This is an optimization exercise on Yosys and OpenROAD, whose aim is small area, a short achievable clock period and few clock cycles, not a production implementation.
RTL that was checked went through simulation tests only; none was proved equivalent to the original.
Power figures rest on the tool's default switching activity, not on a simulated workload.

==> flow/design.v (excerpt) <==
module cache_ctrl #(
   parameter int ADDR_W      = 10,
   parameter int NUM_BLOCKS  = 4,
   parameter int BLOCK_WORDS = 4,
   parameter int CNT_W       = 16
) (
   input  logic                      clk,
   input  logic                      rst_n,
   input  logic                      cpu_req_valid,
   output logic                      cpu_req_ready,
   input  logic                      cpu_we,
   input  logic [ADDR_W-1:0]         cpu_addr,
   input  logic [31:0]               cpu_wdata,
   output logic                      cpu_resp_valid,
   output logic [31:0]               cpu_rdata,
   output logic                      mem_req,
   output logic                      mem_we,
   output logic [ADDR_W-1:0]         mem_addr,
   output logic [32*BLOCK_WORDS-1:0] mem_wdata,
   input  logic [32*BLOCK_WORDS-1:0] mem_rdata,
   input  logic                      mem_done,
   output logic [CNT_W-1:0]          hit_cnt,
   output logic [CNT_W-1:0]          miss_cnt
);
For scale: roughly 2000 cells after synthesis, roughly 820 flip-flops, about 380 I/O pins, roughly 30000 um2 of cells after synthesis.
clock: 4.0 ns
lec_check: 0
cap_margin: 20
core_margin: 2
core_utilization: 60
cts_cluster_diameter: 100
cts_cluster_size: 24
setup_slack_margin: 1.75
slew_margin: 20
standard.sh (not shown) runs the stock make flow with config.mk's settings and CLKGATE_MAP_FILE= SYNTH_SCRIPT=/design/flow/synth_recipe.tcl, a recipe that flattens the netlist after the stock synthesis.
==> flow/flow/run.sh <==
#!/bin/bash
# Standard ORFS layout with two changes to how it is made:
#  * the resizer may swap cells across footprints (MATCH_CELL_FOOTPRINT=0);
#  * while the ports are buffered (global placement), delay cells are
#    don't-use, so the port buffers are plain buffers.
set -euo pipefail
here=$(pwd)
bash standard.sh synth > synth.log 2>&1
bash standard.sh PRE_GLOBAL_PLACE_TCL="$here/flow/gp_pre.tcl" MATCH_CELL_FOOTPRINT=0 finish > layout.log 2>&1
==> flow/flow/gp_pre.tcl <==
# Keep delay cells out of the port buffers inserted in this step.
set_dont_use [get_lib_cells {sky130_fd_sc_hd__clkdlybuf4s* sky130_fd_sc_hd__dlygate* sky130_fd_sc_hd__dlymetal*}]
The baseline passed the timing, design-rule and antenna checks.
Next try:
--- a/flow/design.v
+++ b/flow/design.v
@@ -33,14 +33,14 @@
    logic [TAG_W-1:0] r_tag;
    logic [1:0]       r_idx;
    logic [1:0]       r_word;
    logic             r_we;
    logic [31:0]      r_wdata;
    logic             rd_q;
+   logic             rdy;
    logic [TAG_W-1:0] mem_tag;
-   logic [1:0]       mem_idx;
    logic [LINE_W-1:0] line_buf;
    logic [BLOCK_WORDS-1:0] wen_q  [NUM_BLOCKS];   
    logic [BLOCK_WORDS-1:0] wsel_q;                 
    logic [BLOCK_WORDS-1:0] commit_q;               
    logic [NUM_BLOCKS-1:0]  ridx_q;                 
    logic [TAG_W-1:0] in_tag;
@@ -58,16 +58,16 @@
    assign in_idx  = cpu_addr[5:4];
    assign in_word = cpu_addr[3:2];
    assign in_hit          = valid_arr[in_idx] && (tag_arr[in_idx] == in_tag);
    assign in_victim_dirty = valid_arr[in_idx] && dirty_arr[in_idx];
    assign rd_done = rd_q && mem_done;
    assign wb_done = mem_we && mem_done;
-   assign cpu_req_ready = !mem_req || rd_done;
+   assign cpu_req_ready = rdy || rd_done;
    assign accept        = cpu_req_valid && cpu_req_ready;
    assign acc_miss      = accept && !in_hit;
-   assign mem_addr  = {mem_tag, mem_idx, 4'h0};
+   assign mem_addr  = {mem_tag, r_idx, 4'h0};
    assign mem_wdata = line_buf;
    logic       n_rd;
    logic [1:0] n_idx;
    logic [1:0] n_word;
    logic       n_we;
    logic       n_commit;
@@ -80,12 +80,13 @@
       n_word   = accept ? in_word : r_word;
       n_we     = accept ? cpu_we  : r_we;
       n_commit = accept && in_hit && cpu_we;
    end
    always_ff @(posedge clk or negedge rst_n) begin
       if (!rst_n) begin
+         rdy            <= 1'b1;
          r_v            <= 1'b0;
          mem_req        <= 1'b0;
          mem_we         <= 1'b0;
          rd_q           <= 1'b0;
          cpu_resp_valid <= 1'b0;
          valid_arr      <= '0;
@@ -96,20 +97,22 @@
          r_v            <= accept;
          cpu_resp_valid <= (r_v && r_hit) || rd_done;
          rd_q           <= n_rd;
          if (wb_done) mem_we <= 1'b0;
          if (rd_done) begin
             mem_req <= 1'b0;
+            rdy     <= 1'b1;
          end
          if (r_v && !r_hit) dirty_arr[r_idx] <= r_we;
          if (accept) begin
             valid_arr[in_idx] <= 1'b1;
             if (cpu_we) dirty_arr[in_idx] <= 1'b1;
             if (!in_hit) begin
                mem_req <= 1'b1;
                mem_we  <= in_victim_dirty;
+               rdy     <= 1'b0;
             end
          end
          if (r_v) begin
             if (r_hit) begin
                if (hit_cnt != {CNT_W{1'b1}}) hit_cnt <= hit_cnt + CNT_W'(1);
             end else begin
@@ -135,13 +138,12 @@
          r_idx           <= in_idx;
          r_word          <= in_word;
          r_we            <= cpu_we;
          r_wdata         <= cpu_wdata;
          tag_arr[in_idx] <= in_tag;
          mem_tag         <= in_victim_dirty ? tag_arr[in_idx] : in_tag;
-         if (!in_hit) mem_idx <= in_idx;
       end else if (wb_done) begin
          mem_tag <= r_tag;
       end
    end
    logic [31:0] wsrc [BLOCK_WORDS];
    always_comb begin
First-iteration DRC count decreases by about a fifth.
Via count decreases slightly.
Synthesized area is about the same.
Final cell count goes down slightly.
Die area stays flat.
Clock skew goes down by 0.018 ns.
Count of clock-buffer cells in the layout does not change.
Clock power hardly moves.
Synthesized cell count hardly moves.
Global-route usage decreases by 0.72 points.
Non-clock buffer count came out higher by 1.
Cell area falls slightly.
Testbench counts after the change, summed over its fixed seeds: cycles 33,730.
Only the layout flow was run in the first run of this note; the RTL was not checked for function there.

[re-timing with driven ports]
The results above use ideal ports. As a check the final layouts listed here were re-extracted and re-timed, cells and wires unchanged.
Step 1, drivers: a clkbuf_16 drives clk and a buf_2 each remaining input, both assumed.
Step 2 adds t to the input delays and takes it off the output delays; t is the mean of the earliest and latest rising clock arrival at the registers after step 1. Input paths then give back, and output paths get back, about the clock's delay inside the block.
Slacks: no drivers / after step 1 / after step 2; pairs: no drivers / after step 1.
| run | shift t [ns] | setup WS [ns] | worst setup path at the end |
|---|---|---|---|
| the first run | 0.641 | 1.761 / 1.700 / 1.177 | input to register |
| the second run | 0.651 | 1.780 / 1.719 / 1.179 | input to register |
After both steps setup and hold are still met in every run listed. The setup slack of the second run, which loses most, moves by -0.061 ns with the drivers and by -0.601 ns with both steps.
